Context: an optimization exercise on an open-source flow, tuned for small area and a short achievable clock period. The choices shown serve that exercise and are no tape-out recipe. RTL that was checked went through simulation tests only; none was proved equivalent to the original. The flow treats the clock pin as an ideal source, which a real chip does not have. Power is estimated from default activity; no workload was simulated.

==> inputs of job 7239 <==
// gp_regs_mp
module gp_regs_mp
#(
  parameter int DATA_W  = DEF_DATA_W,
  parameter int REG_NUM = 16,
  parameter int IDX_W   = DEF_IDX_W,
  parameter int NUM_RD  = 2,
  parameter int NUM_WR  = 2,
  parameter int LANE_W  = DEF_LANE_W,
  parameter int ZERO_R0 = 0,
  localparam int NL     = DATA_W / LANE_W
) (
  input  logic                     clk,
  input  logic                     rst_n,
  input  logic [NUM_WR-1:0]        wr_en_i,
  input  logic [NUM_WR*IDX_W-1:0]  wr_idx_i,
  input  logic [NUM_WR*DATA_W-1:0] wr_data_i,
  input  logic [NUM_WR*NL-1:0]     wr_lane_i,
  input  logic [NUM_WR-1:0]        wr_rel_i,
  input  logic [NUM_RD-1:0]        rd_en_i,
  input  logic [NUM_RD*IDX_W-1:0]  rd_idx_i,
  output logic [NUM_RD*DATA_W-1:0] rd_data_o,
  output logic [NUM_RD-1:0]        rd_busy_o,
  input  logic                     rsv_en_i,
  input  logic [IDX_W-1:0]         rsv_idx_i,
  output logic [REG_NUM-1:0]       busy_o
);
Settings: LEC_CHECK=0, CAP_MARGIN=10, CELL_PAD_IN_SITES_DETAIL_PLACEMENT=1, CELL_PAD_IN_SITES_GLOBAL_PLACEMENT=1, CORE_MARGIN=2, CORE_UTILIZATION=35, PLACE_DENSITY=0.5, SETUP_SLACK_MARGIN=2.0, SLEW_MARGIN=10, SYNTH_HIERARCHICAL=1; clock period 4.0 ns.
standard.sh (not shown) runs the stock make flow with config.mk's settings and CLKGATE_MAP_FILE= SYNTH_SCRIPT=/design/flow/synth_recipe.tcl, a recipe that flattens the netlist after the stock synthesis.
==> flow/flow/run.sh <==
#!/bin/bash
# Standard ORFS layout with smaller port buffers, a clock tree of clkbuf_8
# without dummy loads, free cell-footprint choice in timing repair, and an
# extra gate-sizing pass after CTS (flow/post_cts.tcl).
set -euo pipefail
export BUFFER_PORTS_ARGS="-buffer_cell sky130_fd_sc_hd__buf_2"
export CTS_ARGS="-sink_clustering_enable -repair_clock_nets -dont_use_dummy_load -buf_list {sky130_fd_sc_hd__clkbuf_8}"
export POST_CTS_TCL="$(pwd)/flow/post_cts.tcl"
bash standard.sh MATCH_CELL_FOOTPRINT=0 finish > standard.log 2>&1
==> flow/flow/post_cts.tcl <==
log_cmd estimate_parasitics -placement
log_cmd repair_timing -setup -setup_margin 2.2 -sequence "sizeup,swap" -verbose
log_cmd detailed_placement
log_cmd estimate_parasitics -placement
==> job 5517: changes against job 7239 <==
==> flow/design.v (replaced) <==
package gp_regs_pkg;
  localparam int DEF_DATA_W = 32;
  localparam int DEF_IDX_W  = 4;
  localparam int DEF_LANE_W = 16;
endpackage
import gp_regs_pkg::*;
module gp_regs_wmerge (
  input  logic sel1,
  input  logic d1,
  input  logic sel0,
  input  logic d0,
  input  logic hold,
  input  logic q,
  output logic y
);
  assign y = (sel1 & d1) | (sel0 & d0) | (hold & q);
endmodule
module gp_regs_aoi222 (
  input  logic [2:0] s,
  input  logic [2:0] v,
  output logic       yn
);
  assign yn = ~|(s & v);
endmodule
module gp_regs_rdbit
#(
  parameter int N = 19
) (
  input  logic [N-1:0] sel,
  input  logic [N-1:0] val,
  output logic         y
);
  localparam int G = N / 3;
  localparam int R = N - 3*G;
  logic [G-1:0] yn;
  for (genvar g = 0; g < G; g++) begin : g_aoi
    gp_regs_aoi222 u_aoi (.s(sel[3*g +: 3]), .v(val[3*g +: 3]), .yn(yn[g]));
  end
  if (R > 0) begin : g_rest
    assign y = ~&yn | |(sel[N-1 -: R] & val[N-1 -: R]);
  end else begin : g_norest
    assign y = ~&yn;
  end
endmodule
import gp_regs_pkg::*;
module gp_regs_mp
#(
  parameter int DATA_W  = DEF_DATA_W,
  parameter int REG_NUM = 16,
  parameter int IDX_W   = DEF_IDX_W,
  parameter int NUM_RD  = 2,
  parameter int NUM_WR  = 2,
  parameter int LANE_W  = DEF_LANE_W,
  parameter int ZERO_R0 = 0,
  localparam int NL     = DATA_W / LANE_W
) (
  input  logic                     clk,
  input  logic                     rst_n,
  input  logic [NUM_WR-1:0]        wr_en_i,
  input  logic [NUM_WR*IDX_W-1:0]  wr_idx_i,
  input  logic [NUM_WR*DATA_W-1:0] wr_data_i,
  input  logic [NUM_WR*NL-1:0]     wr_lane_i,
  input  logic [NUM_WR-1:0]        wr_rel_i,
  input  logic [NUM_RD-1:0]        rd_en_i,
  input  logic [NUM_RD*IDX_W-1:0]  rd_idx_i,
  output logic [NUM_RD*DATA_W-1:0] rd_data_o,
  output logic [NUM_RD-1:0]        rd_busy_o,
  input  logic                     rsv_en_i,
  input  logic [IDX_W-1:0]         rsv_idx_i,
  output logic [REG_NUM-1:0]       busy_o
);
  logic [DATA_W-1:0]    regs    [REG_NUM];
  logic [DATA_W-1:0]    nxt     [REG_NUM];
  logic [NL-1:0]        vld     [REG_NUM];
  logic [NL-1:0]        hit     [NUM_WR][REG_NUM];
  logic [REG_NUM-1:0]   busy_nxt;
  always_comb begin
    for (int p = 0; p < NUM_WR; p++)
      for (int r = 0; r < REG_NUM; r++)
        for (int l = 0; l < NL; l++)
          hit[p][r][l] = wr_en_i[p] && (wr_idx_i[p*IDX_W +: IDX_W] == IDX_W'(r))
                         && wr_lane_i[p*NL + l];
  end
  for (genvar r = 0; r < REG_NUM; r++) begin : g_reg
    for (genvar l = 0; l < NL; l++) begin : g_lane
      logic sel1, sel0, hold;
      assign sel1 = hit[1][r][l];
      assign sel0 = hit[0][r][l] & ~hit[1][r][l];
      assign hold = ~(hit[0][r][l] | hit[1][r][l]);
      for (genvar b = l*LANE_W; b < (l+1)*LANE_W; b++) begin : g_bit
        gp_regs_wmerge u_wm (
          .sel1(sel1), .d1(wr_data_i[1*DATA_W + b]),
          .sel0(sel0), .d0(wr_data_i[0*DATA_W + b]),
          .hold(hold), .q (regs[r][b]),
          .y   (nxt[r][b])
        );
      end
    end
  end
  always_comb begin
    for (int r = 0; r < REG_NUM; r++) begin
      busy_nxt[r] = busy_o[r];
      for (int p = 0; p < NUM_WR; p++)
        if (wr_en_i[p] && wr_rel_i[p] && wr_idx_i[p*IDX_W +: IDX_W] == IDX_W'(r))
          busy_nxt[r] = 1'b0;
      if (rsv_en_i && rsv_idx_i == IDX_W'(r)) busy_nxt[r] = 1'b1;
    end
  end
  localparam int NT = REG_NUM + NUM_WR + 1;
  logic [DATA_W-1:0] rd_nxt [NUM_RD];
  logic [NUM_RD-1:0] rb_nxt;
  for (genvar q = 0; q < NUM_RD; q++) begin : g_rd
    logic [IDX_W-1:0]   ridx;
    logic [REG_NUM-1:0] rsel;
    logic [NUM_WR-1:0]  wmatch;
    assign ridx = rd_idx_i[q*IDX_W +: IDX_W];
    for (genvar r = 0; r < REG_NUM; r++) begin : g_sel
      assign rsel[r] = rd_en_i[q] && ridx == IDX_W'(r);
    end
    for (genvar p = 0; p < NUM_WR; p++) begin : g_match
      assign wmatch[p] = rd_en_i[q] && wr_en_i[p] && wr_idx_i[p*IDX_W +: IDX_W] == ridx;
    end
    assign rb_nxt[q] = rd_en_i[q] ? |(rsel & busy_nxt) : rd_busy_o[q];
    for (genvar l = 0; l < NL; l++) begin : g_lane
      logic [NT-1:0] tsel;
      logic byp1, byp0;
      assign byp1 = wmatch[1] & wr_lane_i[1*NL + l];
      assign byp0 = wmatch[0] & wr_lane_i[0*NL + l] & ~byp1;
      for (genvar r = 0; r < REG_NUM; r++) begin : g_tsel
        assign tsel[r] = rsel[r] & vld[r][l] & ~(hit[0][r][l] | hit[1][r][l]);
      end
      assign tsel[REG_NUM]   = byp1;
      assign tsel[REG_NUM+1] = byp0;
      assign tsel[REG_NUM+2] = ~rd_en_i[q];
      for (genvar b = l*LANE_W; b < (l+1)*LANE_W; b++) begin : g_bit
        logic [NT-1:0] tval;
        for (genvar r = 0; r < REG_NUM; r++) begin : g_tval
          assign tval[r] = regs[r][b];
        end
        assign tval[REG_NUM]   = wr_data_i[1*DATA_W + b];
        assign tval[REG_NUM+1] = wr_data_i[0*DATA_W + b];
        assign tval[REG_NUM+2] = rd_data_o[q*DATA_W + b];
        gp_regs_rdbit #(.N(NT)) u_rb (.sel(tsel), .val(tval), .y(rd_nxt[q][b]));
      end
    end
  end
  always_ff @(posedge clk) begin
    for (int r = 0; r < REG_NUM; r++) regs[r] <= nxt[r];
  end
  always_ff @(posedge clk or negedge rst_n) begin
    if (!rst_n) begin
      for (int r = 0; r < REG_NUM; r++) vld[r] <= '0;
      busy_o    <= '0;
      rd_data_o <= '0;
      rd_busy_o <= '0;
    end else begin
      for (int r = 0; r < REG_NUM; r++)
        for (int l = 0; l < NL; l++)
          vld[r][l] <= vld[r][l] | hit[0][r][l] | hit[1][r][l];
      busy_o <= busy_nxt;
      for (int q = 0; q < NUM_RD; q++) begin
        rd_data_o[q*DATA_W +: DATA_W] <= rd_nxt[q];
        rd_busy_o[q]                  <= rb_nxt[q];
      end
    end
  end
endmodule
==> flow/flow/run.sh (replaced) <==
#!/bin/bash
# Standard ORFS layout with smaller port buffers, no CTS dummy loads and
# free cell-footprint choice in timing repair.
set -euo pipefail
export BUFFER_PORTS_ARGS="-buffer_cell sky130_fd_sc_hd__buf_2"
export CTS_ARGS="-sink_clustering_enable -repair_clock_nets -dont_use_dummy_load"
bash standard.sh MATCH_CELL_FOOTPRINT=0 finish > standard.log 2>&1
==> flow/config.mk (replaced) <==
export PLATFORM = sky130hd
export DESIGN_NAME = gp_regs_mp
export DESIGN_NICKNAME = gp_regs_mp
export VERILOG_FILES = /design/flow/design.v
export SDC_FILE = /design/flow/constraint.sdc
export NUM_CORES = 4
export LEC_CHECK = 0
export CAP_MARGIN = 20
export CORE_MARGIN = 2
export CORE_UTILIZATION = 40
export SETUP_SLACK_MARGIN = 1.6
export SLEW_MARGIN = 20
export SYNTH_HIERARCHICAL = 1
removed: flow/flow/post_cts.tcl
==> job 1990: changes against job 7239 <==
==> flow/flow/post_cts.tcl (replaced) <==
log_cmd estimate_parasitics -placement
log_cmd repair_timing -setup -setup_margin 2.0 -sequence "sizeup,swap" -verbose
log_cmd detailed_placement
log_cmd estimate_parasitics -placement
--- a/flow/config.mk
+++ b/flow/config.mk
@@ -8,9 +8,9 @@
 export CAP_MARGIN = 10
 export CELL_PAD_IN_SITES_DETAIL_PLACEMENT = 1
 export CELL_PAD_IN_SITES_GLOBAL_PLACEMENT = 1
 export CORE_MARGIN = 2
 export CORE_UTILIZATION = 35
 export PLACE_DENSITY = 0.5
-export SETUP_SLACK_MARGIN = 2.0
+export SETUP_SLACK_MARGIN = 1.7
 export SLEW_MARGIN = 10
 export SYNTH_HIERARCHICAL = 1
==> impl_results.md <==
* Outcome: no timing/DRC/antenna violations
* Non-clock buffer count at 371
* Worst hold slack after final layout at 0.122 ns
* Power share of the sequential group at 51.1%
* Routability-driven placement congestion ratio at 0.969
* Worst setup endpoint: rd_data_o[42]$_DFF_PN0_
* Post-synth top area share at 35.6%
* HPWL after detailed placement at 120 mm
* # Taps at 1070
* Count of synthesis-stage warnings from yosys at 13
* Registers with the most flip-flops: regs (512), rd_data_o (64)
* Measured slew at the worst slew-check pin at 0.982 ns
(the above is from job 1990)
==> impl_results.md <==
* Outcome: no timing/DRC/antenna violations
* Post-synth top area share at 35.6%
* Vias per cell at 7.65
* Worst hold slack after final layout at 0.123 ns
* # Taps at 1070
* Registers with the most flip-flops: regs (512), rd_data_o (64)
* Worst setup EP type: register
* Leading register cell type out of synthesis: dfxtp_1
* Count of synthesis-stage warnings from yosys at 13
* Measured slew at the worst slew-check pin at 0.920 ns
* Routability-driven placement congestion ratio at 0.979
* Total cell area at the placement stage at 0.0322 sq mm
* Worst setup endpoint: rd_data_o[6]$_DFF_PN0_
* Power share of the sequential group at 49.9%
(the above is from job 7239)
==> impl_results.md <==
* Outcome: no timing/DRC/antenna violations
* Worst hold slack after final layout at 0.241 ns
* Count of synthesis-stage warnings from yosys at 15
* HPWL after detailed placement at 94.6 mm
* Most frequent standard cell in the layout excluding fill and tap cells: a222oi_1
* Non-clock buffer count at 424
* Proportion of cell area occupied by multi-input gates at 40.4%
* Number of DRC markers in iteration 0 at 10902
* Power share of the sequential group at 50.4%
* Maximum number of pins on one net before global-route repair at 61
* Worst setup endpoint: rd_data_o[63]$_DFF_PN0_
* Vias at 32893
* Multi-input logic cell count at 1575
(the above is from job 5517)
The RTL of job 5517 was laid out without a check of its function.

-- re-timing with driven ports --
How much do the figures lean on ideal ports? The routed layouts below were timed once more, with nothing changed but the port constraints.
Step 1 assumes that a clkbuf_16 drives the clock port and a buf_2 every other input.
Step 2 moves the port delays by t, midway between the first and last clock arrival at a register: inputs arrive t later, outputs are due t later. That takes back most of the time a late clock gives input paths.
a / b / c = ideal ports / drivers / drivers and shift; a / b = the first two.
run | t, ns | setup slack, ns | worst setup path at the end | clock arrival spread, ns | pins driven straight from the clock port
job 7239 | 0.801 | 1.648 / 1.600 / 0.799 | input to register | 0.089 / 0.089 | 1
job 5517 | 0.663 | 1.372 / 1.421 / 0.758 | input to register | 0.066 / 0.066 | 1
job 1990 | 0.785 | 1.527 / 1.546 / 0.760 | input to register | 0.093 / 0.093 | 1
After both steps every run listed still meets setup and hold. For job 7239, which loses most, drivers alone change the setup slack by -0.048 ns; drivers and shift together by -0.849 ns.
